Background: an optimization exercise with open tools, aiming at small area and a short achievable clock period. Do not read the settings as production practice. In this exercise RTL edits were held to simulation tests only and were not proved equivalent to the original. No activity file was given, so power comes from the tool's default toggle rates.

== run A ==
Design vecProcessor, start of the top module:
module vecProcessor (
    input  logic   clk,
    input  logic   arstN,
    input  logic   run,
    input  logic   imemWe,
    input  vecProcPkg::pcT     imemAddr,
    input  vecProcPkg::instrT  imemData,
    output logic   retireValid,
    output vecProcPkg::retireT retire
);
make LEC_CHECK=0 CAP_MARGIN=20 CORE_MARGIN=2 CORE_UTILIZATION=55 CTS_CLUSTER_DIAMETER=85 CTS_CLUSTER_SIZE=26 SETUP_SLACK_MARGIN=2.1 SLEW_MARGIN=20 finish   # period 4.7 ns
run.sh (not shown) runs the stock make flow with config.mk's settings and CLKGATE_MAP_FILE= SYNTH_SCRIPT=/design/flow/synth_recipe.tcl, a recipe that flattens the netlist after the stock synthesis.
Modified inputs, run B compared to run A
# run A
export LEC_CHECK = 0
export CAP_MARGIN = 20
export CORE_MARGIN = 2
export CORE_UTILIZATION = 55
export CTS_CLUSTER_DIAMETER = 85
export CTS_CLUSTER_SIZE = 26
export SETUP_SLACK_MARGIN = 2.1
export SLEW_MARGIN = 20
create_clock -name core_clock -period 4.7 [get_ports {clk}]
# run B
export LEC_CHECK = 0
export CAP_MARGIN = 20
export CORE_MARGIN = 2
export CORE_UTILIZATION = 55
export CTS_CLUSTER_DIAMETER = 100
export CTS_CLUSTER_SIZE = 30
export SETUP_SLACK_MARGIN = 2.1
export SLEW_MARGIN = 20
create_clock -name core_clock -period 4.7 [get_ports {clk}]
### Flow results
[run B vs run A] relative max-transition margin: lower in run B
Against run A, run B comes in 0.5 points lower on combinational group share of total power.
Delta (run B minus run A): register-to-register slack neither gained nor lost much, first-pass GRT wire length lost about 2.8%.
Relative to run A, combinational power decreased by about 5% in run B.
Looking at final critical-path share of the clock period across run B and run A, the one that comes out higher is run A.
Diff run A -> run B | largest stage delay on the critical path | increase of 0.17 ns
Re mean routed wirelength per cell: run B and run A aren't equal, and the lower value belongs to run B.
Multiplexer share of the synthesized area: run A vs run B identical
Final instance area (lower): run B
Launching instance or port of the critical path: imemData[9] -> run A, fetchInst.grpSel[6][0] -> run B
Area after synthesis came out exactly the same in run B and run A.
The inputs of run C differ from those of run B as listed below.
# run B
export LEC_CHECK = 0
export CAP_MARGIN = 20
export CORE_MARGIN = 2
export CORE_UTILIZATION = 55
export CTS_CLUSTER_DIAMETER = 100
export CTS_CLUSTER_SIZE = 30
export SETUP_SLACK_MARGIN = 2.1
export SLEW_MARGIN = 20
create_clock -name core_clock -period 4.7 [get_ports {clk}]
# run C
export LEC_CHECK = 0
export CAP_MARGIN = 20
export CORE_MARGIN = 2
export CORE_UTILIZATION = 55
export CTS_CLUSTER_DIAMETER = 95
export CTS_CLUSTER_SIZE = 30
export SETUP_SLACK_MARGIN = 2.2
export SLEW_MARGIN = 20
create_clock -name core_clock -period 4.7 [get_ports {clk}]
Findings:
Compared to run B, run C reaches a lower achievable clock.
[compare] base=run B new=run C: final area saw an increase, share of total power in combinational logic climbed 3.6 points.
Run C -> run B: final routed DRC violation total delta 0, exact match
Sequential power across run B and run C: no real change.
Diff run B -> run C | length of routed met2 wiring | increase of about 5.5%
Run C vs run B, number of standard cells in the final layout excluding fillers went up by about 2.8%.
As of run C, wire length on met3 had risen by more than 10% compared to run B.
Sequential share of layout area: run B and run C compared, lower one is run C
The lower met3 usage came out of run B.
For run D, these inputs were changed with respect to run C:
# run C
export LEC_CHECK = 0
export CAP_MARGIN = 20
export CORE_MARGIN = 2
export CORE_UTILIZATION = 55
export CTS_CLUSTER_DIAMETER = 95
export CTS_CLUSTER_SIZE = 30
export SETUP_SLACK_MARGIN = 2.2
export SLEW_MARGIN = 20
create_clock -name core_clock -period 4.7 [get_ports {clk}]
# run D
export LEC_CHECK = 0
export CAP_MARGIN = 10
export CORE_MARGIN = 2
export CORE_UTILIZATION = 65
export CTS_CLUSTER_DIAMETER = 90
export CTS_CLUSTER_SIZE = 25
export SETUP_SLACK_MARGIN = 2.2
export SLEW_MARGIN = 10
create_clock -name core_clock -period 4.7 [get_ports {clk}]
### Flow results
Compared with run C, total power in run D increased by a few percent. Against run C, wire length in run D rose by a few percent. Comparing run C with run D, the clock group share of total power came out essentially unchanged. Compared with run C, met2 wire length in run D decreased slightly. Die size: run D is under run C.

========
Another version of the RTL of vecProcessor (not shown whole).
Size: ~8,800 cells after synthesis, roughly 4,200 flip-flops, roughly 65 I/O pins, about 160,000 um^2 of cells after synthesis.
Settings: LEC_CHECK=0, CAP_MARGIN=20, CORE_MARGIN=2, CORE_UTILIZATION=55, CTS_CLUSTER_DIAMETER=100, CTS_CLUSTER_SIZE=30, SETUP_SLACK_MARGIN=2.1, SLEW_MARGIN=20; clock period 4.7 ns.
Next try:
- CTS_CLUSTER_DIAMETER: 100 -> 90
- CTS_CLUSTER_SIZE: 30 -> 25
- TNS_END_PERCENT: not set -> 5
Outcome:
- sequential power stays flat
- setup slack got worse by 250 ps
- global-route usage goes down by 0.35 points

========
RTL: one of the versions met above, not the one the previous note started from.
For scale: ~8800 cells after synthesis, ~4200 flip-flops, roughly 65 I/O pins, about 160000 µm² of cells after synthesis.
export LEC_CHECK = 0
export CAP_MARGIN = 20
export CORE_MARGIN = 2
export CORE_UTILIZATION = 60
export CTS_CLUSTER_DIAMETER = 90
export CTS_CLUSTER_SIZE = 26
export SETUP_SLACK_MARGIN = 2.1
export SLEW_MARGIN = 20
create_clock -name core_clock -period 4.7 [get_ports {clk}]
==> next run, changes <==
--- a/flow/config.mk
+++ b/flow/config.mk
@@ -8,7 +8,7 @@
 export CAP_MARGIN = 20
 export CORE_MARGIN = 2
-export CORE_UTILIZATION = 60
+export CORE_UTILIZATION = 50
 export CTS_CLUSTER_DIAMETER = 90
-export CTS_CLUSTER_SIZE = 26
+export CTS_CLUSTER_SIZE = 25
 export SETUP_SLACK_MARGIN = 2.1
 export SLEW_MARGIN = 20
The changed run finished with timing, DRC and antenna clean.
Maximum frequency is higher by 3.6%.
Non-clock buffer count is lower by 159.
Clock skew is higher by 0.064 ns.
Critical path depth is lower by 2.
==> next run, changes <==
--- a/flow/config.mk
+++ b/flow/config.mk
@@ -8,7 +8,8 @@
 export CAP_MARGIN = 20
 export CORE_MARGIN = 2
-export CORE_UTILIZATION = 50
-export CTS_CLUSTER_DIAMETER = 90
-export CTS_CLUSTER_SIZE = 25
+export CORE_UTILIZATION = 55
+export CTS_CLUSTER_DIAMETER = 100
+export CTS_CLUSTER_SIZE = 28
+export PLACE_DENSITY = 0.7
 export SETUP_SLACK_MARGIN = 2.1
 export SLEW_MARGIN = 20
What happened: Wire length went down by 2.9%; total power falls by 3.1%; first-iteration DRC count came out higher by 18%.
==> next run, changes <==
--- a/flow/config.mk
+++ b/flow/config.mk
@@ -9,7 +9,6 @@
 export CORE_MARGIN = 2
 export CORE_UTILIZATION = 55
-export CTS_CLUSTER_DIAMETER = 100
-export CTS_CLUSTER_SIZE = 28
-export PLACE_DENSITY = 0.7
+export CTS_CLUSTER_DIAMETER = 90
+export CTS_CLUSTER_SIZE = 25
 export SETUP_SLACK_MARGIN = 2.1
 export SLEW_MARGIN = 20
Effect: Final cell count increases by 0.37%; worst setup slack is better by 0.070 ns; non-clock buffer count increases by 28.

what the ideal ports hide:
How much do the figures lean on ideal ports? The routed layouts below were timed once more, with nothing changed but the port constraints.
Step 1: set_driving_cell puts a clkbuf_16 on clk and a buf_2 on each other input, an assumption about the parent block.
Step 2 times the ports against the registers' clock, not the clock port: input delays grow and output delays shrink by t, the midpoint of the rising clock arrivals with the driver on.
Slacks: no drivers / after step 1 / after step 2; pairs: no drivers / after step 1.
| run | t (ns) | setup WS [ns] | worst slew at a driven data input, ns |
|---|---|---|---|
| run A | 1.030 | 1.787 / 1.825 / 0.795 | 0.18 |
| run B | 1.034 | 1.971 / 1.956 / 1.045 | 0.15 |
| run C | 1.025 | 1.700 / 1.747 / 0.722 | 0.16 |
| run D | 1.024 | 1.695 / 1.695 / 0.809 | 0.22 |
| the first run of note 2 | 1.024 | 1.956 / 1.956 / 0.948 | 0.17 |
| the second run of note 2 | 1.049 | 1.702 / 1.702 / 0.685 | 0.18 |
| the first run of note 3 | 1.027 | 1.801 / 1.860 / 0.842 | 0.13 |
| the second run of note 3 | 1.046 | 1.901 / 1.972 / 0.926 | 0.19 |
| the third run of note 3 | 1.023 | 1.813 / 1.857 / 0.834 | 0.23 |
| the fourth run of note 3 | 1.031 | 1.883 / 1.922 / 0.891 | 0.17 |
After both steps setup and hold are still met in every run listed. The setup slack of the second run of note 2, which loses most, moves by 0.000 ns with the drivers and by -1.017 ns with both steps.
